From an optimization exercise on the open Yosys and OpenROAD flow, aimed at small area, a short achievable clock period and few clock cycles per item; shortcuts taken in it are not production practice.
Only simulation tests tie the RTL to the original design; equivalence was not proved.

--- flow/design.v ---
package kfs_pkg;
  localparam int CHANNELS  = 4;
  localparam int CH_W      = 2;
  localparam int SAMPLE_W  = 8;
  localparam int FRAC_W    = 16;
  localparam int VAR_W     = 24;
  localparam int EST_W     = 25;
  localparam int K_W       = 16;
  localparam int CFG_W     = 24;
  localparam int CFG_IDX_W = 1;
  localparam int KQ_DEPTH  = 3;
  localparam int KQ_CNT_W  = 2;
  localparam int OQ_DEPTH  = 4;
  localparam logic [EST_W-1:0] EST_RESET = 25'd65536;
  localparam logic [VAR_W-1:0] VAR_RESET = 24'd1966080;
  localparam logic [CFG_W-1:0] Q_RESET   = 24'd806;
  localparam logic [CFG_W-1:0] R_RESET   = 24'd1031641;
  localparam logic [EST_W-1:0] EST_MAX = {EST_W{1'b1}};
  localparam logic [VAR_W-1:0] VAR_MAX = {VAR_W{1'b1}};
  localparam logic [CFG_IDX_W-1:0] CFG_PROCESS_NOISE     = 1'b0;
  localparam logic [CFG_IDX_W-1:0] CFG_MEASUREMENT_NOISE = 1'b1;
endpackage
module kfs_state_mem (
  input  logic       clk,
  input  logic       rst_n,
  input  logic       push,
  input  logic [11:0] push_data,
  input  logic       out_stall,
  output logic       out_valid,
  output logic [11:0] head,
  output logic [2:0] count
);
  logic [3:0][11:0] q;
  logic [2:0]      cnt;
  logic [1:0]      rp, wp;
  logic            pop;
  assign pop = (cnt != 3'd0) && !out_stall;
  always_ff @(posedge clk) begin
    if (!rst_n) begin
      cnt <= 3'd0;
      rp  <= 2'd0;
      wp  <= 2'd0;
    end else begin
      cnt <= cnt - {2'b00, pop} + {2'b00, push};
      if (pop)  rp <= rp + 2'd1;
      if (push) wp <= wp + 2'd1;
    end
  end
  always_ff @(posedge clk) begin
    for (int j = 0; j < 4; j++) begin
      if (push && (wp == j[1:0])) q[j] <= push_data;
    end
  end
  assign out_valid = (cnt != 3'd0);
  assign head      = q[rp];
  assign count     = cnt;
endmodule
module kfs_div (
  input  logic [24:0] rem_i,
  input  logic [24:0] den1,
  input  logic [25:0] den2,
  input  logic [26:0] den3,
  output logic [1:0]  digit,
  output logic [24:0] rem_o
);
  logic [26:0] tr;
  logic [27:0] s1, s2, s3;
  always_comb begin
    tr = {rem_i, 2'b00};
    s1 = {1'b0, tr} - {3'b000, den1};
    s2 = {1'b0, tr} - {2'b00, den2};
    s3 = {1'b0, tr} - {1'b0, den3};
    if (!s3[27]) begin
      digit = 2'd3;
      rem_o = s3[24:0];
    end else if (!s2[27]) begin
      digit = 2'd2;
      rem_o = s2[24:0];
    end else if (!s1[27]) begin
      digit = 2'd1;
      rem_o = s1[24:0];
    end else begin
      digit = 2'd0;
      rem_o = tr[24:0];
    end
  end
endmodule
module scalar_kalman_smoother (
  input  logic                            clk,
  input  logic                            rst_n,
  input  logic                            in_valid,
  output logic                            in_stall,
  input  logic [kfs_pkg::CH_W-1:0]        in_channel,
  input  logic [kfs_pkg::SAMPLE_W-1:0]    in_sample,
  input  logic [kfs_pkg::SAMPLE_W-1:0]    in_nudge,
  output logic                            out_valid,
  input  logic                            out_stall,
  output logic [kfs_pkg::CH_W-1:0]        out_channel_out,
  output logic [kfs_pkg::SAMPLE_W-1:0]    out_filtered,
  input  logic                            cfg_we,
  input  logic [kfs_pkg::CFG_IDX_W-1:0]   cfg_index,
  input  logic [kfs_pkg::CFG_W-1:0]       cfg_data
);
  localparam int KD = kfs_pkg::KQ_DEPTH;
  localparam int KC = kfs_pkg::KQ_CNT_W;
  logic [23:0] q_r, r_r;
  always_ff @(posedge clk) begin
    if (!rst_n) begin
      q_r <= kfs_pkg::Q_RESET;
      r_r <= kfs_pkg::R_RESET;
    end else if (cfg_we) begin
      if (cfg_index == kfs_pkg::CFG_PROCESS_NOISE) q_r <= cfg_data;
      else                                         r_r <= cfg_data;
    end
  end
  logic [25:0] rx3;
  always_ff @(posedge clk) begin
    rx3 <= {2'b00, r_r} + {1'b0, r_r, 1'b0};
  end
  logic [3:0][24:0]          xr;      
  logic [3:0]                xf;
  logic [3:0]                xv;
  logic [3:0][23:0]          pch;     
  logic [3:0][KD-1:0][15:0]  fk;      
  logic [3:0][KD-1:0][23:0]  fp;      
  logic [3:0][KC-1:0]        fcnt;
  logic [3:0]                busy;    
  logic [3:0]                psat;    
  logic [3:0]                conv;    
  logic        flush;
  assign flush = cfg_we;
  logic        s0_v;
  logic [1:0]  s0_ch;
  logic [7:0]  s0_z, s0_u;
  logic        s1_v;
  logic [1:0]  s1_ch;
  logic [7:0]  s1_u;
  logic [7:0]  s1_wa;     
  logic        s1_wn;     
  logic [15:0] s1_k;
  logic        s2_v;
  logic [1:0]  s2_ch;
  logic [16:0] s2_kp;
  logic [8:0]  s2_bone, s2_btwo, s2_bneg;    
  logic [23:0] s2_c;
  logic        s2_rp;     
  logic [7:0]  s2_u;
  logic        s2_wneg;   
  logic [24:0] s2_w1;     
  logic [24:0] s2_xs;     
  logic        s2_f;
  logic        go;
  logic        sat;
  logic        e1_sat;
  logic [23:0] p_new;
  logic [24:0] xn;
  logic        fn;
  logic        e1_v, e2_v, e3_v, e4_v;
  logic [1:0]  e1_ch, e2_ch, e3_ch, e4_ch;
  logic [3:0]      popv, pushv, xwv;
  logic [3:0]      busy_n;
  logic [3:0]      psat_n;
  logic [3:0]      conv_n;
  logic [3:0]      keep;    
  logic [3:0][KC-1:0] fcnt_n;
  logic [3:0]      elig_n, lvl0, lvl1;
  logic            iss_v_r;
  logic [1:0]      iss_ch_r;
  logic            iss_v_n;
  logic [1:0]      iss_ch_n;
  function automatic logic [1:0] first4(input logic [3:0] m);
    if (m[0])      first4 = 2'd0;
    else if (m[1]) first4 = 2'd1;
    else if (m[2]) first4 = 2'd2;
    else           first4 = 2'd3;
  endfunction
  always_comb begin
    for (int c = 0; c < 4; c++) begin
      popv[c]  = go && (s0_ch == c[1:0]);
      pushv[c] = e4_v && (e4_ch == c[1:0]);
      xwv[c]   = s2_v && !sat && (s2_ch == c[1:0]);
      keep[c]  = conv[c] && (fcnt[c] == KC'(1));
      if (flush) begin
        fcnt_n[c] = '0;
        busy_n[c] = 1'b0;
        conv_n[c] = 1'b0;
        psat_n[c] = 1'b0;
      end else begin
        fcnt_n[c] = fcnt[c] + KC'(pushv[c]) - KC'(popv[c] && !keep[c]);
        busy_n[c] = (busy[c] && !pushv[c]) || (iss_v_r && (iss_ch_r == c[1:0]) && !e1_sat);
        psat_n[c] = !pushv[c] && (psat[c] || (iss_v_r && (iss_ch_r == c[1:0]) && e1_sat));
        conv_n[c] = conv[c] || ((fcnt[c] == KC'(1)) && !popv[c] && (pch[c] == fp[c][0]))
                             || ((fcnt[c] == KC'(2)) && (pch[c] == fp[c][1]))
                             || ((fcnt[c] == KC'(3)) && (pch[c] == fp[c][2]));
      end
      elig_n[c] = !busy_n[c] && (!conv_n[c] || (fcnt_n[c] == KC'(0))) && (fcnt_n[c] != KC'(KD));
      lvl0[c]   = elig_n[c] && (fcnt_n[c] == KC'(0));
      lvl1[c]   = elig_n[c] && (fcnt_n[c] == KC'(1));
    end
    iss_v_n = (elig_n != 4'b0) && !cfg_we && rst_n;
    if (s0_v && lvl0[s0_ch]) iss_ch_n = s0_ch;
    else if (lvl0 != 4'b0)   iss_ch_n = first4(lvl0);
    else if (lvl1 != 4'b0)   iss_ch_n = first4(lvl1);
    else                     iss_ch_n = first4(elig_n);
  end
  always_ff @(posedge clk) begin
    iss_v_r  <= iss_v_n;
    iss_ch_r <= iss_ch_n;
  end
  logic [23:0] pst;
  logic [24:0] pq_sum;
  logic [23:0] pp1;
  logic [24:0] den1;
  logic [26:0] den3;
  logic [24:0] r7;
  logic [1:0]  d7;
  logic [27:0] t1, t2, t3;
  logic [27:0] c1, c2, c3;
  logic [24:0] qr;
  logic [26:0] qr3;
  always_comb begin
    qr  = {1'b0, q_r} + {1'b0, r_r};
    qr3 = {2'b0, qr} + {1'b0, qr, 1'b0};
    c1  = {4'b0, q_r} + {3'b0, q_r, 1'b0} - {4'b0, r_r};
    c2  = {3'b0, q_r, 1'b0} - {3'b0, r_r, 1'b0};
    c3  = {4'b0, q_r} - {4'b0, r_r} - {3'b0, r_r, 1'b0};
  end
  always_comb begin
    pst    = psat[iss_ch_r] ? ~q_r : pch[iss_ch_r];
    pq_sum = {1'b0, pst} + {1'b0, q_r};
    e1_sat = pq_sum[24];
    pp1    = pq_sum[23:0];
    den1   = {1'b0, pst} + qr;
    den3   = {3'b0, pst} + {2'b0, pst, 1'b0} + qr3;
    t1     = {4'b0, pst} + {3'b0, pst, 1'b0} + c1;
    t2     = {3'b0, pst, 1'b0} + c2;
    t3     = {4'b0, pst} + c3;
    if (!t3[27])      begin d7 = 2'd3; r7 = t3[24:0]; end
    else if (!t2[27]) begin d7 = 2'd2; r7 = t2[24:0]; end
    else if (!t1[27]) begin d7 = 2'd1; r7 = t1[24:0]; end
    else              begin d7 = 2'd0; r7 = {pq_sum[22:0], 2'b00}; end
  end
  logic [24:0] e1_d, e2_d, e3_d, e4_d;
  logic [26:0] e1_d3, e2_d3, e3_d3, e4_d3;
  logic [24:0] e1_rem, e2_rem, e3_rem, e4_rem;
  logic [1:0]  e1_k;
  logic [5:0]  e2_k;
  logic [9:0]  e3_k;
  logic [13:0] e4_k;
  logic [40:0] e4_pk;     
  always_ff @(posedge clk) begin
    e1_v   <= rst_n && !flush && iss_v_r && !e1_sat;
    e1_ch  <= iss_ch_r;
    e1_d   <= den1;
    e1_d3  <= den3;
    e1_rem <= r7;
    e1_k   <= d7;
  end
  function automatic logic [25:0] rrow(input logic [1:0] d, input logic [23:0] r, input logic [25:0] r3);
    unique case (d)
      2'd0:    rrow = 26'd0;
      2'd1:    rrow = {2'b00, r};
      2'd2:    rrow = {1'b0, r, 1'b0};
      default: rrow = r3;
    endcase
  endfunction
  logic [24:0] r6, r5, r4, r3, r2, r1;
  logic [1:0]  d6, d5, d4, d3, d2, d1;
  kfs_div u_s6 (.rem_i(e1_rem), .den1(e1_d), .den2({e1_d, 1'b0}), .den3(e1_d3), .digit(d6), .rem_o(r6));
  kfs_div u_s5 (.rem_i(r6),     .den1(e1_d), .den2({e1_d, 1'b0}), .den3(e1_d3), .digit(d5), .rem_o(r5));
  kfs_div u_s4 (.rem_i(e2_rem), .den1(e2_d), .den2({e2_d, 1'b0}), .den3(e2_d3), .digit(d4), .rem_o(r4));
  kfs_div u_s3 (.rem_i(r4),     .den1(e2_d), .den2({e2_d, 1'b0}), .den3(e2_d3), .digit(d3), .rem_o(r3));
  kfs_div u_s2 (.rem_i(e3_rem), .den1(e3_d), .den2({e3_d, 1'b0}), .den3(e3_d3), .digit(d2), .rem_o(r2));
  kfs_div u_s1 (.rem_i(r2),     .den1(e3_d), .den2({e3_d, 1'b0}), .den3(e3_d3), .digit(d1), .rem_o(r1));
  always_ff @(posedge clk) begin
    e2_v   <= rst_n && !flush && e1_v;
    e2_ch  <= e1_ch;
    e2_d   <= e1_d;
    e2_d3  <= e1_d3;
    e2_rem <= r5;
    e2_k   <= {e1_k, d6, d5};
    e3_v   <= rst_n && !flush && e2_v;
    e3_ch  <= e2_ch;
    e3_d   <= e2_d;
    e3_d3  <= e2_d3;
    e3_rem <= r3;
    e3_k   <= {e2_k, d4, d3};
    e4_v   <= rst_n && !flush && e3_v;
    e4_ch  <= e3_ch;
    e4_d   <= e3_d;
    e4_d3  <= e3_d3;
    e4_rem <= r1;
    e4_k   <= {e3_k, d2, d1};
    e4_pk  <= {1'b0, rrow(e3_k[9:8], r_r, rx3), 14'b0} + {3'b0, rrow(e3_k[7:6], r_r, rx3), 12'b0}
            + {5'b0, rrow(e3_k[5:4], r_r, rx3), 10'b0} + {7'b0, rrow(e3_k[3:2], r_r, rx3), 8'b0}
            + {9'b0, rrow(e3_k[1:0], r_r, rx3), 6'b0};
  end
  logic [24:0] r0;
  logic [1:0]  d0;
  logic [15:0] kq;
  logic [15:0] k_new;
  logic [40:0] pacc;
  kfs_div u_s0 (.rem_i(e4_rem), .den1(e4_d), .den2({e4_d, 1'b0}), .den3(e4_d3), .digit(d0), .rem_o(r0));
  function automatic logic [81:0] csa(input logic [40:0] a, input logic [40:0] b, input logic [40:0] c);
    csa = {a ^ b ^ c, ((a & b) | (a & c) | (b & c)) << 1};
  endfunction
  logic [40:0] e_s, e_c, l_s, l_c, f_s, f_c;
  always_comb begin
    kq           = {e4_k, d0};
    k_new        = (e4_d == '0) ? 16'd0 : kq;
    {e_s, e_c}   = csa(e4_pk, {11'b0, rrow(e4_k[3:2], r_r, rx3), 4'b0}, {13'b0, rrow(e4_k[1:0], r_r, rx3), 2'b0});
    {l_s, l_c}   = csa({15'b0, rrow(d0, r_r, rx3)}, {16'b0, r0}, e_s);
    {f_s, f_c}   = csa(l_s, l_c, e_c);
    pacc         = f_s + f_c;
    p_new        = pacc[39:16];
  end
  logic        accept;
  logic        credit_ok;
  logic [2:0]  oq_cnt;
  assign credit_ok = ({1'b0, oq_cnt} + {3'b000, s1_v} + {3'b000, s2_v}) < 4'(kfs_pkg::OQ_DEPTH);
  assign go        = s0_v && (fcnt[s0_ch] != KC'(0)) && credit_ok && !s2_hold;
  assign in_stall  = s0_v && !go;
  assign accept    = in_valid && !in_stall;
  always_ff @(posedge clk) begin
    if (!rst_n) begin
      s0_v <= 1'b0;
    end else if (accept) begin
      s0_v <= 1'b1;
    end else if (go) begin
      s0_v <= 1'b0;
    end
  end
  always_ff @(posedge clk) begin
    if (accept) begin
      s0_ch <= in_channel;
      s0_z  <= in_sample;
      s0_u  <= in_nudge;
    end
  end
  logic        s2_hold;
  assign s2_hold = s2_v && sat;
  always_ff @(posedge clk) begin
    if (!rst_n) begin
      s1_v <= 1'b0;
    end else if (!s2_hold) begin
      s1_v <= go;
    end
  end
  always_ff @(posedge clk) begin
    if (!s2_hold) begin
    s1_ch <= s0_ch;
    s1_u  <= s0_u;
    s1_wa <= (s0_z >= s0_u) ? (s0_z - s0_u) : (s0_u - s0_z);
    s1_wn <= (s0_z < s0_u);
    s1_k  <= fk[s0_ch][0];
    end
  end
  logic [23:0] wk;
  logic [25:0] c_pre;
  logic [24:0] xcur;
  logic        xfcur;
  logic [16:0] kp_pre;
  logic [18:0] kpx;
  logic [8:0]  bone_pre, btwo_pre, bneg_pre;
  logic        fwd;
  always_comb begin
    wk       = 24'(s1_wa) * 24'(s1_k);
    c_pre    = {2'b00, s1_u, 16'b0} + ({2'b00, wk} ^ {26{s1_wn}}) + {25'b0, s1_wn};
    xcur     = xv[s1_ch] ? xr[s1_ch] : kfs_pkg::EST_RESET;
    xfcur    = xv[s1_ch] && xf[s1_ch];
    kp_pre   = 17'h10000 - {1'b0, s1_k};
    kpx      = {1'b0, kp_pre, 1'b0};
    for (int i = 0; i < 9; i++) begin
      bone_pre[i] = kpx[2*i+1] ^ kpx[2*i];
      btwo_pre[i] = (kpx[2*i+2] ^ kpx[2*i+1]) & ~(kpx[2*i+1] ^ kpx[2*i]);
      bneg_pre[i] = kpx[2*i+2] & ~(kpx[2*i+1] & kpx[2*i]);
    end
    fwd      = s2_v && !sat && (s2_ch == s1_ch);
  end
  always_ff @(posedge clk) begin
    if (!rst_n) begin
      s2_v <= 1'b0;
    end else if (!s2_hold) begin
      s2_v <= s1_v;
    end
  end
  always_ff @(posedge clk) begin
    if (s2_hold) begin
      s2_rp   <= 1'b1;
      s2_xs   <= {9'h1FF - {1'b0, s2_u}, 16'hFFFF};
      s2_f    <= 1'b0;
    end else begin
      s2_rp   <= 1'b0;
      s2_ch   <= s1_ch;
      s2_kp   <= kp_pre;
      s2_bone <= bone_pre;
      s2_btwo <= btwo_pre;
      s2_bneg <= bneg_pre;
      s2_c    <= c_pre[23:0];
      s2_u    <= s1_u;
      s2_wneg <= s1_wn;
      s2_w1   <= {1'b0, s1_wa, 16'h0001};
      s2_xs   <= fwd ? xn : xcur;
      s2_f    <= fwd ? fn : xfcur;
    end
  end
  logic        c16;
  logic [9:0]  sum9;
  logic        corr;
  logic [41:0] nfull;
  logic [25:0] xdiff;
  logic [8:0][26:0] brow;
  logic [16:0] bnegbits;
  always_comb begin
    c16   = s2_f && (s2_xs[15:0] == 16'hFFFF);
    sum9  = {1'b0, s2_xs[24:16]} + {2'b00, s2_u} + {9'b0, c16};
    sat   = sum9[9] && !s2_rp;
    xdiff = {1'b0, s2_xs} + {25'b0, s2_f} - {1'b0, s2_w1};
    corr  = s2_rp || s2_wneg || !xdiff[25];
    bnegbits = '0;
    for (int i = 0; i < 9; i++) begin
      brow[i] = {~s2_bneg[i], ((s2_bone[i] ? {1'b0, s2_xs} : 26'd0) | (s2_btwo[i] ? {s2_xs, 1'b0} : 26'd0))
                              ^ {26{s2_bneg[i]}}};
      bnegbits[2*i] = s2_bneg[i];
    end
    nfull = {15'b0, brow[0]}       + {13'b0, brow[1], 2'b0}  + {11'b0, brow[2], 4'b0}
          + {9'b0, brow[3], 6'b0}  + {7'b0, brow[4], 8'b0}   + {5'b0, brow[5], 10'b0}
          + {3'b0, brow[6], 12'b0} + {1'b0, brow[7], 14'b0}  + {brow[8][25:0], 16'b0}
          + {25'b0, bnegbits} + 42'h2AAAC000000
          + (s2_f ? {25'b0, s2_kp} : 42'd0) + {2'b00, s2_c, 16'b0};
    xn    = nfull[40:16];
    fn    = !sat && corr && (nfull[15:0] != 16'd0);
  end
  logic [3:0][KC-1:0] wposv;
  always_comb begin
    for (int c = 0; c < 4; c++) begin
      wposv[c] = fcnt[c] - KC'(popv[c] && !keep[c]);
    end
  end
  always_ff @(posedge clk) begin
    if (!rst_n) begin
      xv   <= '0;
      fcnt <= '0;
      busy <= '0;
      conv <= '0;
      psat <= '0;
    end else begin
      for (int c = 0; c < 4; c++) begin
        if (xwv[c]) xv[c] <= 1'b1;
      end
      fcnt <= fcnt_n;
      busy <= busy_n;
      conv <= conv_n;
      psat <= psat_n;
    end
  end
  always_ff @(posedge clk) begin
    for (int c = 0; c < 4; c++) begin
      if (xwv[c]) begin
        xr[c] <= xn;
        xf[c] <= fn;
      end
      if (!rst_n)                           pch[c] <= kfs_pkg::VAR_RESET;
      else if (flush && (fcnt[c] != KC'(0))) pch[c] <= fp[c][0];
      else if (!flush && pushv[c])          pch[c] <= p_new;
      if (popv[c] && !keep[c]) begin
        for (int j = 0; j < KD - 1; j++) begin
          fk[c][j] <= fk[c][j+1];
          fp[c][j] <= fp[c][j+1];
        end
      end
      if (pushv[c]) begin
        for (int j = 0; j < KD; j++) begin
          if (wposv[c] == KC'(j)) begin
            fk[c][j] <= k_new;
            fp[c][j] <= pch[c];
          end
        end
      end
    end
  end
  logic [11:0] oq_head;
  logic [8:0]  top9;
  kfs_state_mem u_oq (
    .clk       (clk),
    .rst_n     (rst_n),
    .push      (s2_v && !sat),
    .push_data ({s2_ch, xn[24:16], fn && (xn[15:0] == 16'hFFFF)}),
    .out_stall (out_stall),
    .out_valid (out_valid),
    .head      (oq_head),
    .count     (oq_cnt)
  );
  assign top9            = oq_head[9:1] + {8'b0, oq_head[0]};
  assign out_channel_out = oq_head[11:10];
  assign out_filtered    = top9[8] ? 8'hFF : top9[7:0];
endmodule
--- flow/run.sh ---
#!/bin/bash
# synth_recipe.tcl (not shown) runs the flow's synth.tcl, then flattens the netlist and writes it again
# the make line also repeats each setting of config.mk as NAME=value (left out here)
make -C /OpenROAD-flow-scripts/flow DESIGN_CONFIG=/design/flow/config.mk WORK_HOME=/design/flow/orfs CLKGATE_MAP_FILE= SYNTH_SCRIPT=/design/flow/synth_recipe.tcl finish
--- flow/config.mk ---
export PLATFORM = sky130hd
export DESIGN_NAME = scalar_kalman_smoother
export DESIGN_NICKNAME = scalar_kalman_smoother
export VERILOG_FILES = /design/flow/design.v
export SDC_FILE = /design/flow/constraint.sdc
export NUM_CORES = 4
export LEC_CHECK = 0
export CAP_MARGIN = 35
export CORE_MARGIN = 2
export CORE_UTILIZATION = 45
export PLACE_DENSITY = 0.62
export SETUP_SLACK_MARGIN = 3.3
export SLEW_MARGIN = 35
--- flow/constraint.sdc ---
create_clock -name core_clock -period 10.0 [get_ports {clk}]
set_input_delay 2.0000 -clock core_clock [delete_from_list [all_inputs] [get_ports {clk}]]
set_output_delay 2.0000 -clock core_clock [all_outputs]
set_load 0.01 [all_outputs]
==> impl_metrics.ini, run 1 <==
[outcome]
status = no timing/DRC/antenna violations

[place]
place.gp.congestion = 0.956
dpl_worst_slack_ns = 1.22
dp_hpwl_mm = 287
numPortBuffers = 59

[routing]
dr_total_vias = 102300
wire_per_inst_um = 22.1
dr.first_iter.drc_count = 9408
drc_errors = 0
vias_per_cell = 5.86
dr.pass1.iters = 9
routed_wl_mm = 386
ant_nets = 0

[critical_path]
r2r_end = pch[67]$_SDFFE_PN1P_
reg2reg_from = e4_d[6]$_DFF_P_
end_kind = flop
critical_path_depth = 30
cp_data_required_time_ns = 10.69
r2r_cells = 30
cp_slowest_cell = a2111o_2
crit_family = compound AO/OA/AOI/OAI gates
cp.arrival_ns = 7.45
crit_path_max_fanout = 7
ff2ff_setup_slack_ns = 3.24
path_common_cell = buf_12
worst-path-buf-inv = 8
critical-path-max-stage-delay_ns = 0.58
cp-start-kind = flop
critical_path_class = flop to flop

[clock_tree]
h-tree-depth = 4
path_clk_slew_ns = 0.06
cts_buffers = 161
cts-root-buf = clkbuf_16
insertion_delay_ns = 0.88
max-clock-path-buffers = 4
cts_tree = built
cts_hold_buf = 0
cts_sinks = 1385

[flow_run]
maxCapViolCount = 0

[synth]
syn_inst = 13714
ys_seq_area_share_pct = 26.7
synth_warnings = 3
ys.flop_type = dfxtp_1
synth.distinct_cells = 105
synth_edf_count = 449
async_flop_share_pct = 0
syn_nets = 15431
syn-mean-instance-area_sq_um = 8.81
ys_seq_elements = 1385
synth_area_sq_um = 121000

[worst_hold_path]
hold_path_depth = 0
hold_path_end = e2_ch[0]$_DFF_P_
min_path_type = flop to flop
hp-start = e1_ch[0]$_DFF_P_

[global_routing]
antenna_found_initial = 12
grt_max_degree = 95
grt_pass1_wl_mm = 581
grt_usage_pct = 27.2
grt_pass1_vias = 96174
overflow = 0

[layout]
mostFrequentLayoutCells = nand2_1, ha_1, inv_1, dfxtp_1, o21ai_0
num-nets-final = 15477
mostFrequentLayoutCell = nand2_1
layout-drive-gt1-share_pct = 11.9
syn2layout_area_growth_pct = 13.8

[sta]
tns_ns = 0
setup_ws_ns = 3.24
maxSlewHeadroom_pct = 26.0
finalHoldViolCount = 0
worst_pin_slew_ns = 1.10
clock.fmax_mhz = 148
final_max_slew_viol_count = 0
fin_crit_sh_pct = 67.6
skew_ns = 0.0917
setup_viol = 0
grt_setup_unrepaired = true
fin_crit_ns = 6.76

[die]
die_area_sq_um = 273000
fp.coreArea_sq_um = 267000
die_x_um = 522
chipHeight_um = 522
num_rows = 190
pin_count = 60
initial_core_util_pct = 45.2
stage by stage:
| stage | utilization [%] | hold WS (ns) | std cells | instance area, sq um |
|---|---|---|---|---|
| after floorplan | - | 0.310 | 13714 | 121000 |
| after global placement | 46.7 | 0.310 | 16789 | 125000 |
| after detailed placement | 46.7 | 0.312 | 16793 | 125000 |
| after CTS | 50.2 | 0.313 | 17294 | 134000 |
| after global routing | 51.4 | 0.319 | 17444 | 137000 |
| final | 51.4 | 0.314 | 17446 | 138000 |
layer usage:
metal	share of wire (%)	track usage, %
met1	44	38.1
met2	44	41.9
met3	7.4	3.96
met4	4.6	10.9
met5	0.015	0
logic make-up after synthesis:
group | after synthesis | synth area share, %
AOI/OAI and AO/OA | 3761 | 20.2
xor gates and xnor gates | 1292 | 9.37
adders and majority gates | 1672 | 20.6
buffers and inverters | 1843 | 5.80
DFF | 1385 | 26.7
muxes | 454 | 4.60
and+or+nand+nor | 3307 | 12.7
cell usage after synthesis (92+ instances only):
master,n,area [sq um]
xnor2_1,854,7480
nor3_1,217,1090
o21ai_0,936,4680
a21boi_0,103,773
dfxtp_1,936,18700
o21bai_1,92,691
and3_1,94,588
a21o_1,332,2490
clkbuf_1,643,2410
and2_1,137,857
o21a_1,201,1510
nand2_1,1286,4830
o211ai_1,95,713
nand4_1,94,588
ha_1,1133,14200
a22oi_1,404,3030
fa_1,536,10700
a211oi_1,112,841
a22o_1,102,893
a21oi_1,828,4140
inv_1,1083,4070
a31oi_1,127,795
nor2_1,691,2590
nand3_1,270,1350
nor2b_1,138,863
edfxtp_1,449,13500
nand2b_1,118,738
xor2_1,438,3840
mux2i_1,360,3600
state kept, by name (all words and copies together), names as in the netlist, 25 cells and up:
signal	count
fp	288
fk	192
xr	100
pch	96
u_oq.q	48
e4_pk	34
e1_d3	27
e2_d3	27
e3_d3	27
e4_d3	27
rx3	26
e1_rem	25
e2_rem	25
e3_rem	25
e4_rem	25
s2_xs	25
area by class of cell:
| cell class | instances | area [sq um] |
|---|---|---|
| antenna | 3 | 7.51 |
| clock buffer | 216 | 4590 |
| clock inverter | 78 | 941 |
| fill | 24619 | 130000 |
| inverter | 1106 | 4210 |
| multi-input combinational | 10507 | 85500 |
| sequential | 1385 | 32400 |
| tap | 3552 | 4440 |
| timing repair buffer | 597 | 5430 |
| timing repair inverter | 2 | 15.0 |
how the worst max path moves through the flow:
stage	start	to	slack, ns
2_1_floorplan	s2_bneg[1]$_DFFE_PN_	u_oq.q[21]$_DFFE_PP_	3.30
3_3_place_gp	e2_d3[0]$_DFF_P_	e3_rem[3]$_DFF_P_	1.31
3_5_place_dp	e2_d3[0]$_DFF_P_	e3_rem[3]$_DFF_P_	1.22
4_1_cts	s2_btwo[3]$_DFFE_PN_	xr[23]$_DFFE_PP_	3.30
5_1_grt	e4_d[2]$_DFF_P_	pch[67]$_SDFFE_PN1P_	2.92
6_report	e4_d[6]$_DFF_P_	pch[67]$_SDFFE_PN1P_	3.24
what timing repair did:
action,CTS,global route
pin swaps,132,220
setup buffers,180,138
gates cloned,27,10
setup endpoints to repair,338,280
gates resized for setup,446,502
Testbench counts, summed over its fixed seeds: cycles 3,527, items 2,048.
==> run 2, diff against run 1 <==
--- a/flow/config.mk
+++ b/flow/config.mk
@@ -7,2 +7,3 @@
 export LEC_CHECK = 0
+export ABC_AREA = 1
 export CAP_MARGIN = 35
@@ -11,3 +12,3 @@
 export PLACE_DENSITY = 0.62
-export SETUP_SLACK_MARGIN = 3.3
+export SETUP_SLACK_MARGIN = 4.0
 export SLEW_MARGIN = 35
==> run 2 against run 1 <==
Net effect:
- design area rose by 2.9%
- clock skew rose by 0.015 ns
- sequential cell count is the same
- critical endpoint is now u_oq.q[36]$_DFFE_PP_
- worst hold slack improved by 0.013 ns
- wire length increased by 21%
- highest routed layer unchanged
- critical path depth fell by 5
- register-to-register slack gained 0.67 ns
- first-iteration DRC count is 38% higher
==> impl_metrics.ini, run 2 <==
[outcome]
status = no timing/DRC/antenna violations

[routing]
ant_nets = 0
dr.pass1.iters = 9
wire_per_inst_um = 22.6
vias_per_cell = 5.81
dr_total_vias = 120163
dr.first_iter.drc_count = 12950
drc_errors = 0
routed_wl_mm = 466

[place]
place.gp.congestion = 1.04
dp_hpwl_mm = 355
placed_cell_area_sq_um = 128000
dpl_worst_slack_ns = 2.09
numPortBuffers = 59

[sta]
fin_crit_sh_pct = 60.9
tns_ns = 0
clock.fmax_mhz = 164
setup_viol = 0
fin_crit_ns = 6.09
maxSlewHeadroom_pct = 38.2
grt_setup_unrepaired = true
final_max_slew_viol_count = 0
setup_ws_ns = 3.91
finalHoldViolCount = 0
worst_pin_slew_ns = 0.922
skew_ns = 0.107

[layout]
num-nets-final = 18557
layout-drive-gt1-share_pct = 10.1
largest_register_ffs = 288
nFillCells = 26725
finalInstanceArea_sq_um = 142000
mostFrequentLayoutCell = nand2_1
finalCoreUtilization_pct = 51.6
largest-register = fp
mostFrequentLayoutCells = nand2_1, inv_1, a21oi_1, ha_1, nor2_1
syn2layout_area_growth_pct = 13.9
reg_top3 = fp: 288 flops, fk: 192 flops, xr: 100 flops

[critical_path]
crit_family = adder cells
critical-path-max-stage-delay_ns = 0.63
cp-start-kind = flop
crit_path_start = s2_btwo[1]$_DFFE_PN_
path_common_cell = fa_1
cp_slowest_cell = fa_2
critical_path_class = flop to flop
cp.arrival_ns = 6.76
ff2ff_setup_slack_ns = 3.91
worst-path-buf-inv = 4
reg2reg_from = s2_btwo[1]$_DFFE_PN_
critical_path_depth = 25
cp_data_required_time_ns = 10.67
end_kind = flop
crit_path_max_fanout = 4
r2r_cells = 25

[clock_tree]
cts_buffers = 167
cts-root-buf = clkbuf_16
max-clock-path-buffers = 4
h-tree-depth = 4
path_clk_slew_ns = 0.06
insertion_delay_ns = 0.89
cts_sinks = 1385
cts_tree = built

[die]
num_rows = 192
chipHeight_um = 529
initial_core_util_pct = 45.3
fp.coreArea_sq_um = 274000
pin_count = 60
die_x_um = 529
die_area_sq_um = 280000

[synth]
ys_top_cells_by_count = nand2_1, inv_1, a21oi_1, ha_1, nor2_1
ys_seq_elements = 1385
synth_area_sq_um = 124000
syn-mean-instance-area_sq_um = 7.46
ys_seq_area_share_pct = 25.9
post-synth-top-count-cell = nand2_1
synth_top_area_cell = dfxtp_1
async_flop_share_pct = 0
synth.distinct_cells = 78
synthDominantCellAreaShare_pct = 15.1
synth_edf_count = 449
syn_nets = 18369
syn_inst = 16652
ys.flop_type = dfxtp_1
synth_warnings = 3
synthTopCellsByArea = dfxtp_1, ha_1, edfxtp_1, nand2_1, fa_1

[worst_hold_path]
min_path_type = flop to flop
hp-start = e2_k[0]$_SDFF_PN1_
hold_path_depth = 0

[global_routing]
antenna_found_initial = 13
grt_usage_pct = 31.9
grt_max_degree = 88
grt_pass1_wl_mm = 691
grt_pass1_vias = 112301
overflow = 0

[flow_run]
maxCapViolCount = 0
## run 2: layer usage
layer / track usage (%) / wire [um]
met3: 5.05 / 43000
met1: 45.4 / 203000
met5: 0 / 34
met2: 47.7 / 196000
met4: 13.5 / 23700
## run 2: kinds of logic after synthesis
family	Yosys count	synth area share (%)
xor+xnor	1057	7.46
compound gates	4068	19.0
fa+ha+maj	1669	20.0
buf+inv	3029	9.32
mux	7	0.0574
flops	1385	25.9
simple gates	5437	18.2
## run 2: cell type report
cell class / count / area (sq um) / share of cell area [%]
inverters: 2418 / 9570 / 6.76
flip-flops and latches: 1385 / 32400 / 22.9
multi-input cells: 12247 / 84000 / 59.3
clock buffers: 237 / 4840 / 3.42
clock inverters: 61 / 611 / 0.431
well taps: 3686 / 4610 / 3.26
diodes: 12 / 30.0 / 0.0212
repair buffers: 601 / 5420 / 3.83
repair inverters: 20 / 121 / 0.0858
## run 2: what timing repair did
action / in CTS / in global routing
setup buffers: 221 / 145
gates resized for setup: 482 / 565
endpoints found under the setup margin: 412 / 358
hold endpoints to repair: 0 / 0
cloned: 15 / 18
pin swaps: 73 / 142
hold buffers: 0 / 0
## run 2: path summary, 6_finish.rpt
| check | end |
|---|---|
| hold reg to reg | e3_k[4]$_DFF_P_ |
| setup reg to reg | u_oq.q[36]$_DFFE_PP_ |
| hold / removal | e3_k[4]$_DFF_P_ |
| setup / recovery | u_oq.q[36]$_DFFE_PP_ |
## run 2: stage by stage
step	hold slack (ns)	std cells
2_1_floorplan	0.310	16652
3_3_place_gp	0.310	19952
3_5_place_dp	0.312	19958
4_1_cts	0.314	20492
5_1_grt	0.330	20658
6_report	0.327	20667
==> run 3, diff against run 2 <==
--- a/flow/design.v
+++ b/flow/design.v
@@ -139,2 +139,3 @@
   logic        s1_wn;     
+  logic [8:0]  s1_w9;     
   logic [15:0] s1_k;
@@ -144,3 +145,3 @@
   logic [8:0]  s2_bone, s2_btwo, s2_bneg;    
-  logic [23:0] s2_c;
+  logic [25:0] s2_c;      
   logic        s2_rp;     
@@ -157,4 +158,4 @@
   logic        fn;
-  logic        e1_v, e2_v, e3_v, e4_v;
-  logic [1:0]  e1_ch, e2_ch, e3_ch, e4_ch;
+  logic        e1_v, e2_v, e3_v;
+  logic [1:0]  e1_ch, e2_ch, e3_ch;
   logic [3:0]      popv, pushv, xwv;
@@ -179,3 +180,3 @@
       popv[c]  = go && (s0_ch == c[1:0]);
-      pushv[c] = e4_v && (e4_ch == c[1:0]);
+      pushv[c] = e3_v && (e3_ch == c[1:0]);
       xwv[c]   = s2_v && !sat && (s2_ch == c[1:0]);
@@ -205,2 +206,3 @@
   end
+  logic [23:0] pst_r;
   always_ff @(posedge clk) begin
@@ -208,2 +210,3 @@
     iss_ch_r <= iss_ch_n;
+    pst_r    <= pushv[iss_ch_n] ? p_new : (psat_n[iss_ch_n] ? ~q_r : pch[iss_ch_n]);
   end
@@ -220,11 +223,11 @@
   logic [26:0] qr3;
-  always_comb begin
-    qr  = {1'b0, q_r} + {1'b0, r_r};
-    qr3 = {2'b0, qr} + {1'b0, qr, 1'b0};
-    c1  = {4'b0, q_r} + {3'b0, q_r, 1'b0} - {4'b0, r_r};
-    c2  = {3'b0, q_r, 1'b0} - {3'b0, r_r, 1'b0};
-    c3  = {4'b0, q_r} - {4'b0, r_r} - {3'b0, r_r, 1'b0};
+  always_ff @(posedge clk) begin
+    qr  <= {1'b0, q_r} + {1'b0, r_r};
+    qr3 <= {2'b0, q_r} + {2'b0, r_r} + {1'b0, q_r, 1'b0} + {1'b0, r_r, 1'b0};
+    c1  <= {4'b0, q_r} + {3'b0, q_r, 1'b0} - {4'b0, r_r};
+    c2  <= {3'b0, q_r, 1'b0} - {3'b0, r_r, 1'b0};
+    c3  <= {4'b0, q_r} - {4'b0, r_r} - {3'b0, r_r, 1'b0};
   end
   always_comb begin
-    pst    = psat[iss_ch_r] ? ~q_r : pch[iss_ch_r];
+    pst    = pst_r;
     pq_sum = {1'b0, pst} + {1'b0, q_r};
@@ -242,10 +245,12 @@
   end
-  logic [24:0] e1_d, e2_d, e3_d, e4_d;
-  logic [26:0] e1_d3, e2_d3, e3_d3, e4_d3;
-  logic [24:0] e1_rem, e2_rem, e3_rem, e4_rem;
-  logic [1:0]  e1_k;
-  logic [5:0]  e2_k;
-  logic [9:0]  e3_k;
-  logic [13:0] e4_k;
-  logic [40:0] e4_pk;     
+  logic [24:0] e1_d, e2_d, e3_d;
+  logic [26:0] e1_d3, e2_d3, e3_d3;
+  logic [24:0] e1_rem, e2_rem, e3_rem;
+  logic [3:0]  e1_k;
+  logic [9:0]  e2_k;
+  logic [13:0] e3_k;
+  logic [40:0] e3_pk;     
+  logic [24:0] r6;
+  logic [1:0]  d6;
+  kfs_div u_s6 (.rem_i(r7), .den1(den1), .den2({den1, 1'b0}), .den3(den3), .digit(d6), .rem_o(r6));
   always_ff @(posedge clk) begin
@@ -255,4 +260,4 @@
     e1_d3  <= den3;
-    e1_rem <= r7;
-    e1_k   <= d7;
+    e1_rem <= r6;
+    e1_k   <= {d7, d6};
   end
@@ -266,10 +271,9 @@
   endfunction
-  logic [24:0] r6, r5, r4, r3, r2, r1;
-  logic [1:0]  d6, d5, d4, d3, d2, d1;
-  kfs_div u_s6 (.rem_i(e1_rem), .den1(e1_d), .den2({e1_d, 1'b0}), .den3(e1_d3), .digit(d6), .rem_o(r6));
-  kfs_div u_s5 (.rem_i(r6),     .den1(e1_d), .den2({e1_d, 1'b0}), .den3(e1_d3), .digit(d5), .rem_o(r5));
-  kfs_div u_s4 (.rem_i(e2_rem), .den1(e2_d), .den2({e2_d, 1'b0}), .den3(e2_d3), .digit(d4), .rem_o(r4));
-  kfs_div u_s3 (.rem_i(r4),     .den1(e2_d), .den2({e2_d, 1'b0}), .den3(e2_d3), .digit(d3), .rem_o(r3));
-  kfs_div u_s2 (.rem_i(e3_rem), .den1(e3_d), .den2({e3_d, 1'b0}), .den3(e3_d3), .digit(d2), .rem_o(r2));
-  kfs_div u_s1 (.rem_i(r2),     .den1(e3_d), .den2({e3_d, 1'b0}), .den3(e3_d3), .digit(d1), .rem_o(r1));
+  logic [24:0] r5, r4, r3, r2, r1;
+  logic [1:0]  d5, d4, d3, d2, d1;
+  kfs_div u_s5 (.rem_i(e1_rem), .den1(e1_d), .den2({e1_d, 1'b0}), .den3(e1_d3), .digit(d5), .rem_o(r5));
+  kfs_div u_s4 (.rem_i(r5),     .den1(e1_d), .den2({e1_d, 1'b0}), .den3(e1_d3), .digit(d4), .rem_o(r4));
+  kfs_div u_s3 (.rem_i(r4),     .den1(e1_d), .den2({e1_d, 1'b0}), .den3(e1_d3), .digit(d3), .rem_o(r3));
+  kfs_div u_s2 (.rem_i(e2_rem), .den1(e2_d), .den2({e2_d, 1'b0}), .den3(e2_d3), .digit(d2), .rem_o(r2));
+  kfs_div u_s1 (.rem_i(r2),     .den1(e2_d), .den2({e2_d, 1'b0}), .den3(e2_d3), .digit(d1), .rem_o(r1));
   always_ff @(posedge clk) begin
@@ -279,4 +283,4 @@
     e2_d3  <= e1_d3;
-    e2_rem <= r5;
-    e2_k   <= {e1_k, d6, d5};
+    e2_rem <= r3;
+    e2_k   <= {e1_k, d5, d4, d3};
     e3_v   <= rst_n && !flush && e2_v;
@@ -285,13 +289,7 @@
     e3_d3  <= e2_d3;
-    e3_rem <= r3;
-    e3_k   <= {e2_k, d4, d3};
-    e4_v   <= rst_n && !flush && e3_v;
-    e4_ch  <= e3_ch;
-    e4_d   <= e3_d;
-    e4_d3  <= e3_d3;
-    e4_rem <= r1;
-    e4_k   <= {e3_k, d2, d1};
-    e4_pk  <= {1'b0, rrow(e3_k[9:8], r_r, rx3), 14'b0} + {3'b0, rrow(e3_k[7:6], r_r, rx3), 12'b0}
-            + {5'b0, rrow(e3_k[5:4], r_r, rx3), 10'b0} + {7'b0, rrow(e3_k[3:2], r_r, rx3), 8'b0}
-            + {9'b0, rrow(e3_k[1:0], r_r, rx3), 6'b0};
+    e3_rem <= r1;
+    e3_k   <= {e2_k, d2, d1};
+    e3_pk  <= {1'b0, rrow(e2_k[9:8], r_r, rx3), 14'b0} + {3'b0, rrow(e2_k[7:6], r_r, rx3), 12'b0}
+            + {5'b0, rrow(e2_k[5:4], r_r, rx3), 10'b0} + {7'b0, rrow(e2_k[3:2], r_r, rx3), 8'b0}
+            + {9'b0, rrow(e2_k[1:0], r_r, rx3), 6'b0};
   end
@@ -302,3 +300,3 @@
   logic [40:0] pacc;
-  kfs_div u_s0 (.rem_i(e4_rem), .den1(e4_d), .den2({e4_d, 1'b0}), .den3(e4_d3), .digit(d0), .rem_o(r0));
+  kfs_div u_s0 (.rem_i(e3_rem), .den1(e3_d), .den2({e3_d, 1'b0}), .den3(e3_d3), .digit(d0), .rem_o(r0));
   function automatic logic [81:0] csa(input logic [40:0] a, input logic [40:0] b, input logic [40:0] c);
@@ -308,5 +306,5 @@
   always_comb begin
-    kq           = {e4_k, d0};
-    k_new        = (e4_d == '0) ? 16'd0 : kq;
-    {e_s, e_c}   = csa(e4_pk, {11'b0, rrow(e4_k[3:2], r_r, rx3), 4'b0}, {13'b0, rrow(e4_k[1:0], r_r, rx3), 2'b0});
+    kq           = {e3_k, d0};
+    k_new        = (e3_d == '0) ? 16'd0 : kq;
+    {e_s, e_c}   = csa(e3_pk, {11'b0, rrow(e3_k[3:2], r_r, rx3), 4'b0}, {13'b0, rrow(e3_k[1:0], r_r, rx3), 2'b0});
     {l_s, l_c}   = csa({15'b0, rrow(d0, r_r, rx3)}, {16'b0, r0}, e_s);
@@ -354,2 +352,3 @@
     s1_wn <= (s0_z < s0_u);
+    s1_w9 <= {1'b0, s0_z} - {1'b0, s0_u};
     s1_k  <= fk[s0_ch][0];
@@ -357,4 +356,5 @@
   end
-  logic [23:0] wk;
   logic [25:0] c_pre;
+  logic [41:0] aux_pre;
+  logic [16:0] bneg_bits_pre;
   logic [24:0] xcur;
@@ -366,4 +366,3 @@
   always_comb begin
-    wk       = 24'(s1_wa) * 24'(s1_k);
-    c_pre    = {2'b00, s1_u, 16'b0} + ({2'b00, wk} ^ {26{s1_wn}}) + {25'b0, s1_wn};
+    c_pre    = {2'b00, s1_u, 16'b0} + 26'(s1_w9) * 26'(s1_k) - (s1_w9[8] ? {1'b0, s1_k, 9'b0} : 26'd0);
     xcur     = xv[s1_ch] ? xr[s1_ch] : kfs_pkg::EST_RESET;
@@ -378,2 +377,5 @@
     fwd      = s2_v && !sat && (s2_ch == s1_ch);
+    bneg_bits_pre = '0;
+    for (int i = 0; i < 9; i++) bneg_bits_pre[2*i] = bneg_pre[i];
+    aux_pre  = {2'b00, c_pre[23:0], 16'b0} + 42'h2AAAC000000 + {25'b0, bneg_bits_pre};
   end
@@ -398,3 +400,3 @@
       s2_bneg <= bneg_pre;
-      s2_c    <= c_pre[23:0];
+      s2_c    <= aux_pre[41:16];
       s2_u    <= s1_u;
@@ -428,4 +430,3 @@
           + {3'b0, brow[6], 12'b0} + {1'b0, brow[7], 14'b0}  + {brow[8][25:0], 16'b0}
-          + {25'b0, bnegbits} + 42'h2AAAC000000
-          + (s2_f ? {25'b0, s2_kp} : 42'd0) + {2'b00, s2_c, 16'b0};
+          + {s2_c, bnegbits[15:0]} + (s2_f ? {25'b0, s2_kp} : 42'd0);
     xn    = nfull[40:16];
--- a/flow/config.mk
+++ b/flow/config.mk
@@ -12,3 +12,3 @@
 export PLACE_DENSITY = 0.62
-export SETUP_SLACK_MARGIN = 4.0
+export SETUP_SLACK_MARGIN = 3.7
 export SLEW_MARGIN = 35
==> run 3 against run 2 <==
Net effect:
- via count grew 1.8%
- wire length increased by 5.3%
- register-to-register slack lost 1.3 ns
- clock-buffer cell count unchanged
- sequential cell count rose by 77
- non-clock buffer count up 222
- largest cell class unchanged
==> impl_metrics.ini, run 3 <==
[die]
num_rows = 195
initial_core_util_pct = 45.1
fp.coreArea_sq_um = 282000
pin_count = 60
die_x_um = 535
chipHeight_um = 535
die_area_sq_um = 286000

[synth]
syn_nets = 18708
ys_top_cells_by_count = nand2_1, inv_1, a21oi_1, ha_1, nor2_1
ys_seq_elements = 1462
post-synth-top-count-cell = nand2_1
synth_top_area_cell = dfxtp_1
ys_seq_area_share_pct = 26.7
syn_inst = 16906
ys.flop_type = dfxtp_1
synth.distinct_cells = 67
synth_area_sq_um = 127000
synthDominantCellAreaShare_pct = 15.8
synth_warnings = 3
async_flop_share_pct = 0
synth_edf_count = 458
syn-mean-instance-area_sq_um = 7.51
synthTopCellsByArea = dfxtp_1, ha_1, edfxtp_1, nand2_1, fa_1

[critical_path]
cp.arrival_ns = 8.14
path_common_cell = buf_4
cp_slowest_cell = dfxtp_2
cp_data_required_time_ns = 10.76
critical_path_class = flop to flop
critical-path-max-stage-delay_ns = 0.35
cp-start-kind = flop
end_kind = flop
crit_path_max_fanout = 6

[routing]
wire_per_inst_um = 23.2
routed_wl_mm = 491
ant_nets = 0
drc_errors = 0
dr.first_iter.drc_count = 14204
vias_per_cell = 5.77
dr.pass1.iters = 6
dr_total_vias = 122337

[worst_hold_path]
min_path_type = flop to flop

[global_routing]
grt_pass1_vias = 113982
grt_pass1_wl_mm = 716
overflow = 0
antenna_found_initial = 30
grt_max_degree = 81
grt_usage_pct = 32.8

[sta]
finalHoldViolCount = 0
worst_pin_slew_ns = 1.02
setup_viol = 0
grt_setup_unrepaired = true
fin_crit_sh_pct = 73.7
maxSlewHeadroom_pct = 31.3
final_max_slew_viol_count = 0
clock.fmax_mhz = 136
skew_ns = 0.129
setup_ws_ns = 2.63
fin_crit_ns = 7.37
tns_ns = 0

[layout]
num-nets-final = 19095
largest_register_ffs = 288
mostFrequentLayoutCells = nand2_1, inv_1, a21oi_1, nor2_1, ha_1
mostFrequentLayoutCell = nand2_1
stdcell_count = 21190
multi_input_area_sq_um = 88400
layout-drive-gt1-share_pct = 13.1
largest-register = fp
syn2layout_area_growth_pct = 18.0
nFillCells = 26976
ff_latch_area_sq_um = 34000
reg_top3 = fp: 288 flops, fk: 192 flops, xr: 100 flops

[clock_tree]
cts_hold_buf = 0
cts-root-buf = clkbuf_16
cts_buffers = 176
cts_sinks = 1462
insertion_delay_ns = 0.92
path_clk_slew_ns = 0.06
max-clock-path-buffers = 4
h-tree-depth = 4
cts_tree = built

[outcome]
status = no timing/DRC/antenna violations

[flow_run]
maxCapViolCount = 0

[place]
dpl_worst_slack_ns = 1.42
place.gp.congestion = 1.01
dp_hpwl_mm = 366
numPortBuffers = 59
placed_cells_incl_taps = 20284
[run 3: cell count changes after synthesis, sizes merged, moves of 54 or more]
cell / before / now
a21oi: 1581 / 1690
dfxtp: 936 / 1004
inv: 2372 / 2260
o22ai: 481 / 382
a31oi: 198 / 140
fa: 536 / 599
nand3: 713 / 820
nand2: 3135 / 3400
clkbuf: 445 / 499
[run 3: final timing paths]
path                      start           endpoint  slack (ns)  cells after the start
max             e1_d[6]$_DFF_P_  e2_rem[6]$_DFF_P_        2.63                     51
max reg2reg     e1_d[6]$_DFF_P_  e2_rem[6]$_DFF_P_        2.63                     51
min reg2reg  e1_k[0]$_SDFF_PN1_    e2_k[6]$_DFF_P_        0.32                      0
min          e1_k[0]$_SDFF_PN1_    e2_k[6]$_DFF_P_        0.32                      0
[run 3: layout make-up]
| class | instances | area share [%] |
|---|---|---|
| multi-input combinational | 12511 | 59.0 |
| inverter | 2300 | 6.02 |
| clock buffer | 237 | 3.28 |
| timing repair buffer | 823 | 5.09 |
| antenna | 11 | 0.0184 |
| timing repair inverter | 19 | 0.0902 |
| tap | 3743 | 3.13 |
| sequential | 1462 | 22.7 |
| clock inverter | 84 | 0.709 |
[run 3: timing repair]
| item | in CTS | in global routing |
|---|---|---|
| endpoints found under the setup margin | 359 | 315 |
| buffers inserted | 318 | 215 |
| pin swaps | 188 | 241 |
| endpoints found under the hold margin | 0 | 0 |
| gates cloned | 29 | 12 |
| resized for setup | 998 | 622 |
[run 3: critical path, delay by kind of cell, from the launching register on]
family / cells / cell delay, ns
buffers and inverters: 26 / 3.53
adder cells (fa/ha/maj): 2 / 0.48
AO/OA/AOI/OAI: 7 / 1.13
flip-flops: 1 / 0.35
AND/OR/NAND/NOR: 16 / 1.70
[run 3: kinds of logic after synthesis]
| kind of cell | Yosys count | synth area share [%] |
|---|---|---|
| buffers and inverters | 2935 | 8.82 |
| flip-flops | 1462 | 26.7 |
| adder cells (fa/ha/maj) | 1754 | 20.8 |
| AO/OA/AOI/OAI | 3961 | 17.8 |
| AND/OR/NAND/NOR | 5741 | 18.6 |
| XOR/XNOR | 1053 | 7.26 |
[run 3: layer usage]
| layer | track usage (%) | routed length (um) |
|---|---|---|
| met1 | 44.6 | 206000 |
| met2 | 50.3 | 213000 |
| met3 | 6.70 | 48600 |
| met4 | 13.9 | 23800 |
| met5 | 0.300 | 189 |
[run 3: per-stage QoR]
stage	utilization, %	instance area [sq um]	hold WS, ns
after floorplan	-	127000	0.310
after global placement	46.8	132000	0.310
after detailed placement	46.9	132000	0.312
after CTS	51.6	145000	0.319
after global routing	53.2	150000	0.314
final	53.2	150000	0.317
Testbench counts of run 3, summed over its fixed seeds: cycles 2,946, items 2,048.
==> run 4, diff against run 3 <==
--- a/flow/design.v
+++ b/flow/design.v
@@ -10,4 +10,4 @@
   localparam int CFG_IDX_W = 1;
-  localparam int KQ_DEPTH  = 3;
-  localparam int KQ_CNT_W  = 2;
+  localparam int KQ_DEPTH  = 4;
+  localparam int KQ_CNT_W  = 3;
   localparam int OQ_DEPTH  = 4;
@@ -194,3 +194,4 @@
                              || ((fcnt[c] == KC'(2)) && (pch[c] == fp[c][1]))
-                             || ((fcnt[c] == KC'(3)) && (pch[c] == fp[c][2]));
+                             || ((fcnt[c] == KC'(3)) && (pch[c] == fp[c][2]))
+                             || ((fcnt[c] == KC'(4)) && (pch[c] == fp[c][3]));
       end
--- a/flow/config.mk
+++ b/flow/config.mk
@@ -10,5 +10,5 @@
 export CORE_MARGIN = 2
-export CORE_UTILIZATION = 45
-export PLACE_DENSITY = 0.62
-export SETUP_SLACK_MARGIN = 3.7
+export CORE_UTILIZATION = 40
+export PLACE_DENSITY = 0.6
+export SETUP_SLACK_MARGIN = 3.2
 export SLEW_MARGIN = 35
==> run 4 against run 3 <==
Net effect:
- clock-buffer cell count rose by 20
- still clean
- design area rose by 3.1%
- fmax rose by 1.8%
- synthesized cell count rose by 4.4%
- final cell count rose by 5.5%
- worst hold slack improved by 0.012 ns
- area after synthesis rose by 5.8%
- critical path depth fell by 1
- first-iteration DRC count fell by 11%
==> impl_metrics.ini, run 4 <==
[synth]
ys_seq_area_share_pct = 27.6
synthDominantCellAreaShare_pct = 17.4
synth_top_area_cell = dfxtp_1
ys_top_cells_by_count = nand2_1, inv_1, a21oi_1, dfxtp_1, ha_1
synth.distinct_cells = 71
syn_inst = 17646
ys.flop_type = dfxtp_1
synth_area_sq_um = 134000
syn_nets = 19456
synthTopCellsByArea = dfxtp_1, ha_1, edfxtp_1, nand2_1, fa_1
ys_seq_elements = 1626
async_flop_share_pct = 0
synth_edf_count = 458
post-synth-top-count-cell = nand2_1
synth_warnings = 3
syn-mean-instance-area_sq_um = 7.61

[sta]
clock.fmax_mhz = 138
fin_crit_ns = 7.24
final_max_slew_viol_count = 0
setup_ws_ns = 2.76
setup_viol = 0
worst_pin_slew_ns = 0.997
skew_ns = 0.127
tns_ns = 0
finalHoldViolCount = 0
fin_crit_sh_pct = 72.4
maxSlewHeadroom_pct = 33.5
grt_setup_unrepaired = true

[clock_tree]
cts-root-buf = clkbuf_16
max-clock-path-buffers = 4
h-tree-depth = 4
cts_tree = built
cts_buffers = 195
insertion_delay_ns = 0.97
path_clk_slew_ns = 0.07
cts_sinks = 1626

[routing]
vias_per_cell = 5.62
ant_nets = 0
routed_wl_mm = 503
dr.pass1.iters = 18
dr_total_vias = 125562
dr.first_iter.drc_count = 12687
wire_per_inst_um = 22.5
drc_errors = 0

[global_routing]
grt_pass1_vias = 118577
grt_pass1_wl_mm = 744
antenna_found_initial = 30
grt_usage_pct = 28.5
overflow = 0
grt_max_degree = 84

[layout]
largest-register = fp
reg_top3 = fp: 384 flops, fk: 256 flops, xr: 100 flops
finalCoreUtilization_pct = 46.3
layout-drive-gt1-share_pct = 10.4
syn2layout_area_growth_pct = 15.0
num-nets-final = 19605
mostFrequentLayoutCells = nand2_1, inv_1, a21oi_1, dfxtp_1, ha_1
stdcell_count = 22359
largest_register_ffs = 384
mostFrequentLayoutCell = nand2_1

[critical_path]
crit_path_max_fanout = 6
critical-path-max-stage-delay_ns = 0.38
end_kind = flop
path_common_cell = nand2_1
cp_data_required_time_ns = 10.80
cp_slowest_cell = ha_1
critical_path_class = flop to flop
cp-start-kind = flop
cp.arrival_ns = 8.04

[place]
placed_cells_incl_taps = 21640
dpl_worst_slack_ns = 1.29
numPortBuffers = 59
place.gp.congestion = 0.977
dp_hpwl_mm = 380

[die]
die_x_um = 583
die_area_sq_um = 340000
chipHeight_um = 583
fp.coreArea_sq_um = 334000
pin_count = 60
num_rows = 212
initial_core_util_pct = 40.2

[outcome]
status = no timing/DRC/antenna violations

[flow_run]
maxCapViolCount = 0

[worst_hold_path]
min_path_type = flop to flop
## run 4: cell types whose count changed in the layout (fill, tap and decap cells not counted), moves of 43 or more
| cell | before | now |
|---|---|---|
| xnor2_1 | 281 | 392 |
| a21oi_1 | 1538 | 1620 |
| a22oi_1 | 112 | 306 |
| o21ai_0 | 829 | 899 |
| nor2_1 | 1036 | 888 |
| xor2_1 | 718 | 785 |
| ha_1 | 984 | 1043 |
| dfxtp_1 | 929 | 1116 |
| ha_4 | 153 | 100 |
| nand2_2 | 104 | 61 |
| buf_4 | 619 | 530 |
| nand2_1 | 3236 | 3526 |
## run 4: worst max-delay path: cells and delay by family (launching register included)
kind	cells	cell delay (ns)
AO/OA/AOI/OAI	14	1.90
XOR/XNOR	1	0.23
adder cells (fa/ha/maj)	3	0.94
buffers and inverters	11	1.65
flip-flops	1	0.36
AND/OR/NAND/NOR	21	1.95
## run 4: metrics by stage
stage	hold slack, ns	area [sq um]
6_report	0.329	154000
5_1_grt	0.334	154000
4_1_cts	0.327	152000
3_5_place_dp	0.313	140000
3_3_place_gp	0.310	140000
2_1_floorplan	0.310	134000
## run 4: kinds of logic (layout without fill, tap and decap cells)
logic type	count (synthesis)	count (layout)	synth area share, %
AND/OR/NAND/NOR	5797	5801	17.8
AO/OA/AOI/OAI	4235	4235	18.3
buffers and inverters	3001	3312	8.53
adder cells (fa/ha/maj)	1762	1762	19.8
flip-flops	1626	1626	27.6
XOR/XNOR	1211	1211	7.90
multiplexers	14	14	0.104
other	0	11	0
## run 4: layout make-up
type | count | area, sq um
Antenna cell | 11 | 27.5
Multi-Input combinational cell | 13023 | 90000
Inverter | 2254 | 8790
Sequential cell | 1626 | 37200
Timing Repair inverter | 6 | 45.0
Tap cell | 4387 | 5490
Fill cell | 33274 | 179000
Timing Repair Buffer | 689 | 6290
Clock buffer | 257 | 5430
Clock inverter | 106 | 1190
## run 4: path summary, 6_finish.rpt
path                            depth (start not counted)                 end        startpoint  slack [ns]
worst min-delay path                                    0     e2_d[8]$_DFF_P_   e1_d[8]$_DFF_P_        0.33
worst max-delay path                                   50  e2_rem[23]$_DFF_P_  e1_d[10]$_DFF_P_        2.76
worst min register to register                          0     e2_d[8]$_DFF_P_   e1_d[8]$_DFF_P_        0.33
worst max register to register                         50  e2_rem[23]$_DFF_P_  e1_d[10]$_DFF_P_        2.76
## run 4: what timing repair did
action / in CTS / in global routing
setup buffers: 206 / 114
pin swaps: 126 / 139
hold buffers: 0 / 0
cloned: 14 / 7
endpoints found under the setup margin: 312 / 263
gates resized for setup: 683 / 421
## run 4: layer usage
| metal | GRT usage (%) | vias up | wire length, um |
|---|---|---|---|
| met1 | 40.1 | 60062 | 222000 |
| li1 | - | 59604 | - |
| met3 | 4.65 | 918 | 42700 |
| met4 | 9.78 | 12 | 19600 |
| met5 | 0 | - | 75 |
| met2 | 44.1 | 4966 | 218000 |
Testbench counts of run 4, summed over its fixed seeds: cycles 2,730, items 2,048.

what the ideal ports hide:
How much do the figures lean on ideal ports? The routed layouts below were timed once more, with nothing changed but the port constraints. Step 1: set_driving_cell puts a clkbuf_16 on clk and a buf_2 on each other input, an assumption about the parent block. Step 2, shift: input delay + t, output delay - t, t = (earliest + latest rising clock arrival at the registers) / 2. This alone moves slack from input paths to output paths. Slacks: no drivers / after step 1 / after step 2; pairs: no drivers / after step 1.
run	t, ns	setup WS [ns]	cell pins on the clock port's net
run 1	0.932	3.237 / 3.237 / 3.237	1
run 2	0.939	3.910 / 3.910 / 3.910	1
run 3	0.954	2.629 / 2.629 / 2.629	1
run 4	1.015	2.762 / 2.762 / 2.762	1
After both steps every run listed still meets setup and hold.
